From an optimization exercise on the open Yosys and OpenROAD flow, aimed at small area; shortcuts taken in it are not production practice. The RTL was checked by simulation tests, not by an equivalence proof against the original design. Power figures rest on the tool's default switching activity, not on a simulated workload.

## snn_spi_top
module snn_spi_top (
    input  wire logic                SCK,
    input  wire logic                RST_async,
    input  wire logic                MOSI,
    output wire logic                MISO,
    output wire logic [11:0]         cfg_top,
    output wire logic [49:0]         cfg_ctrl,
    output wire logic [187:0]        cfg_net,
    output wire logic [57:0]         mem_req,
    input  wire logic [31:0]         mem_rdata
);
    logic [31:0] sr;
    logic [4:0]  bit_cnt;
    logic        pend;       
    logic        mvalid;     
    logic        pq;         
    logic        rq;         
    logic [31:0] d_zero;     
    logic [31:0] d_one;      
    assign d_zero = sr & ~{32{RST_async}};
    assign d_one  = sr |  {32{RST_async}};
    logic [4:0]  tgt_oh;     
    logic        read_any;
    always_ff @(posedge SCK) begin
        if (read_any) sr <= mem_rdata;
        else          sr <= {sr[30:0], MOSI};
    end
    always_ff @(posedge SCK) begin
        if (RST_async) begin
            bit_cnt <= '0;
            pend    <= 1'b0;
        end else begin
            bit_cnt <= bit_cnt ^ {&bit_cnt[3:0], &bit_cnt[2:0], &bit_cnt[1:0], bit_cnt[0], 1'b1};
            pend    <= (bit_cnt == 5'd31);
        end
    end
    always_ff @(posedge SCK) begin
        if (RST_async)              mvalid <= 1'b0;
  ...
==> flow/config.mk <==
export PLATFORM = sky130hd
export DESIGN_NAME = snn_spi_top
export DESIGN_NICKNAME = snn_spi_top
export VERILOG_FILES = /design/flow/design.v
export SDC_FILE = /design/flow/constraint.sdc
export NUM_CORES = 4
export LEC_CHECK = 0
export CAP_MARGIN = 20
export CORE_MARGIN = 2
export CORE_UTILIZATION = 80
export SLEW_MARGIN = 20
==> flow/constraint.sdc <==
create_clock -name core_clock -period 5.0 [get_ports {SCK}]
set_input_delay 1.0000 -clock core_clock [delete_from_list [all_inputs] [get_ports {SCK}]]
set_output_delay 1.0000 -clock core_clock [all_outputs]
set_load 0.01 [all_outputs]
standard.sh (not shown) runs the stock make flow with config.mk's settings and CLKGATE_MAP_FILE= SYNTH_SCRIPT=/design/flow/synth_recipe.tcl, a recipe that flattens the netlist after the stock synthesis.
==> flow/flow/run.sh <==
#!/bin/bash
# The standard ORFS layout with three changes that only affect area:
#  - synthesis maps the combinational logic with an area-oriented ABC script
#    (registers are mapped before ABC runs, so they are the standard ones);
#  - the smallest buffer on the ports;
#  - a clock tree of fewer, larger sink clusters and no dummy loads.
set -euo pipefail
here=$(pwd)
{
  cat <<TCL
proc abc {args} {
  set i [lsearch -exact \$args -script]
  if {\$i >= 0} { lset args [expr {\$i + 1}] $here/flow/abc_area_map.script }
  yosys abc {*}\$args
}
TCL
  cat synth_recipe.tcl
} > flow_synth.tcl
bash standard.sh \
  "SYNTH_SCRIPT=$here/flow_synth.tcl" \
  "BUFFER_PORTS_ARGS=-buffer_cell sky130_fd_sc_hd__buf_1" \
  "CTS_ARGS=-sink_clustering_enable -repair_clock_nets -dont_use_dummy_load -sink_clustering_size 10 -sink_clustering_max_diameter 40 -buf_list {sky130_fd_sc_hd__clkbuf_4}" \
  finish > make_finish.log 2>&1
==> flow/flow/abc_area_map.script <==
strash
dch
map -a
topo
stime -c
The baseline produced a layout that fails on negative setup slack.
Next try:
- CORE_UTILIZATION: 80 -> 65
The changed run completed with no timing, DRC or antenna violations.
Die area is higher by about a fifth.
Setup slack improved by 0.48 ns.
Power is lower slightly.
Synthesized area stays the same.
Wire length is lower by a quarter to a third.
Count of clock-buffer cells in the layout is higher by 2.
Next try:
==> flow/flow/run.sh (replaced) <==
#!/bin/bash
# The standard ORFS layout, with the smallest buffer on the ports and a
# clock tree of fewer, larger sink clusters.
set -euo pipefail
bash standard.sh \
  "BUFFER_PORTS_ARGS=-buffer_cell sky130_fd_sc_hd__buf_1" \
  "CTS_ARGS=-sink_clustering_enable -repair_clock_nets -dont_use_dummy_load -sink_clustering_size 15 -sink_clustering_max_diameter 60 -buf_list {sky130_fd_sc_hd__clkbuf_8}" \
  finish > make_finish.log 2>&1
- CORE_UTILIZATION: 65 -> 50
removed: flow/flow/abc_area_map.script
Result:
- wire length rises by roughly a tenth
- synthesized area rises by a few percent
- clock skew rises by 0.0086 ns
- via count falls by a few percent
- sequential power hardly moves
- critical path depth falls by 2
- sequential cell count stays the same
- register-to-register slack barely changes
- maximum frequency stays flat
- die area rises by a quarter to a third
Next try:
==> flow/flow/run.sh (replaced) <==
#!/bin/bash
# The standard ORFS layout with three changes that only affect area:
#  - synthesis maps the combinational logic with an area-oriented ABC script
#    (registers are mapped before ABC runs, so they are the standard ones);
#  - the smallest buffer on the ports;
#  - a clock tree of fewer, larger sink clusters and no dummy loads.
set -euo pipefail
here=$(pwd)
{
  cat <<TCL
proc abc {args} {
  set i [lsearch -exact \$args -script]
  if {\$i >= 0} { lset args [expr {\$i + 1}] $here/flow/abc_area_map.script }
  yosys abc {*}\$args
}
TCL
  cat synth_recipe.tcl
} > flow_synth.tcl
bash standard.sh \
  "SYNTH_SCRIPT=$here/flow_synth.tcl" \
  "BUFFER_PORTS_ARGS=-buffer_cell sky130_fd_sc_hd__buf_1" \
  "CTS_ARGS=-sink_clustering_enable -repair_clock_nets -dont_use_dummy_load -sink_clustering_size 10 -sink_clustering_max_diameter 40 -buf_list {sky130_fd_sc_hd__clkbuf_4}" \
  finish > make_finish.log 2>&1
==> flow/flow/abc_area_map.script (new file) <==
strash
dch
map -a
topo
stime -c
Outcome: Utilization came out higher by 1.0 points; total power came out lower by 0.99%; global-route usage hardly moves; sequential cell count stays the same; hold slack gets better by 0.017 ns; wire length fell by 4.5%; setup slack gets better by 0.022 ns; first-iteration DRC count decreases by about 24%; area after synthesis drops by 3.1%.

---

Another version of the RTL of snn_spi_top (not shown whole).
Size: ~730 cells after synthesis, ~370 flip-flops, ~340 I/O pins, roughly 0.012 mm^2 of cells after synthesis.
Settings: LEC_CHECK=0, CAP_MARGIN=20, CORE_MARGIN=2, CORE_UTILIZATION=65, GPL_TIMING_DRIVEN=0, SLEW_MARGIN=20; clock period 5.0 ns.
==> flow/flow/run.sh <==
#!/bin/bash
# The standard ORFS layout with three changes that only affect area:
#  - synthesis maps the combinational logic with an area-oriented ABC script
#    (registers are mapped before ABC runs, so they are the standard ones);
#  - the smallest buffer on the ports;
#  - a clock tree of fewer, larger sink clusters and no dummy loads.
set -euo pipefail
here=$(pwd)
{
  cat <<TCL
proc abc {args} {
  set i [lsearch -exact \$args -script]
  if {\$i >= 0} { lset args [expr {\$i + 1}] $here/flow/abc_area_map.script }
  yosys abc {*}\$args
}
TCL
  cat synth_recipe.tcl
} > flow_synth.tcl
bash standard.sh \
  "SYNTH_SCRIPT=$here/flow_synth.tcl" \
  "BUFFER_PORTS_ARGS=-buffer_cell sky130_fd_sc_hd__buf_1" \
  "CTS_ARGS=-sink_clustering_enable -repair_clock_nets -dont_use_dummy_load -sink_clustering_size 10 -sink_clustering_max_diameter 40 -buf_list {sky130_fd_sc_hd__clkbuf_4}" \
  finish > make_finish.log 2>&1
==> flow/flow/abc_area_map.script <==
strash
dc2
dch
amap
topo
stime -c
Rerun with:
GPL_TIMING_DRIVEN = default   (was 0)
Result: The changed run completed with no timing, DRC or antenna violations; cell area went down by 2.6%; die area stays the same; power went down by 0.90%; worst setup slack gains 0.11 ns; clock power hardly moves; hold slack gains 0.017 ns; area after synthesis is unchanged.
Rerun with:
==> flow/flow/abc_area_map.script (replaced) <==
strash
dch
map -a
topo
stime -c
Effect:
- total power is lower by 1.6%
- worst hold slack improved by 0.0095 ns
- global-route usage is lower by 1.5 points
Rerun with:
==> flow/flow/abc_area_map.script (replaced) <==
strash
dc2
dch
amap
topo
stime -c
CAP_MARGIN = 5   (was 20)
SLEW_MARGIN = 5   (was 20)
What happened: The changed run completed with no timing, DRC or antenna violations; count of clock-buffer cells in the layout is higher by 1; die area is lower by 1.3%; hold slack loses 0.0095 ns; area after synthesis is lower by about 1.3%; wire length is higher by 3.6%; sequential power is higher by about 1%; clock skew hardly moves; sequential cell count is unchanged; final area is lower by about 1.5%; register-to-register slack loses 0.06 ns.

[separate check: timing with driven ports]
Ports are ideal in the flow. The routed layouts listed here were re-timed in OpenROAD. Step 1: set_driving_cell puts a clkbuf_16 on SCK and a buf_2 on each other input, an assumption about the parent block. Step 2, shift: input delay + t, output delay - t, t = (earliest + latest rising clock arrival at the registers) / 2. This alone moves slack from input paths to output paths. Slacks: no drivers / after step 1 / after step 2; pairs: no drivers / after step 1.
| run | t (ns) | setup slack, ns | hold WS [ns] | worst slew at a driven data input, ns |
|---|---|---|---|---|
| the first run of note 1 | 0.716 | -0.095 / -0.095 / -0.095 | 0.439 / 0.439 / 0.439 | 0.08 |
| the second run of note 1 | 0.669 | 0.385 / 0.385 / 0.385 | 0.436 / 0.436 / 0.436 | 0.07 |
| the third run of note 1 | 0.614 | 0.394 / 0.394 / 0.394 | 0.419 / 0.419 / 0.419 | 0.09 |
| the fourth run of note 1 | 0.681 | 0.416 / 0.416 / 0.416 | 0.436 / 0.436 / 0.436 | 0.07 |
| the first run of note 2 | 0.683 | 0.267 / 0.267 / 0.267 | 0.407 / 0.407 / 0.407 | 0.08 |
| the second run of note 2 | 0.658 | 0.374 / 0.374 / 0.374 | 0.424 / 0.424 / 0.424 | 0.08 |
| the third run of note 2 | 0.680 | 0.441 / 0.441 / 0.441 | 0.434 / 0.434 / 0.434 | 0.07 |
| the fourth run of note 2 | 0.661 | 0.377 / 0.377 / 0.377 | 0.424 / 0.424 / 0.424 | 0.08 |
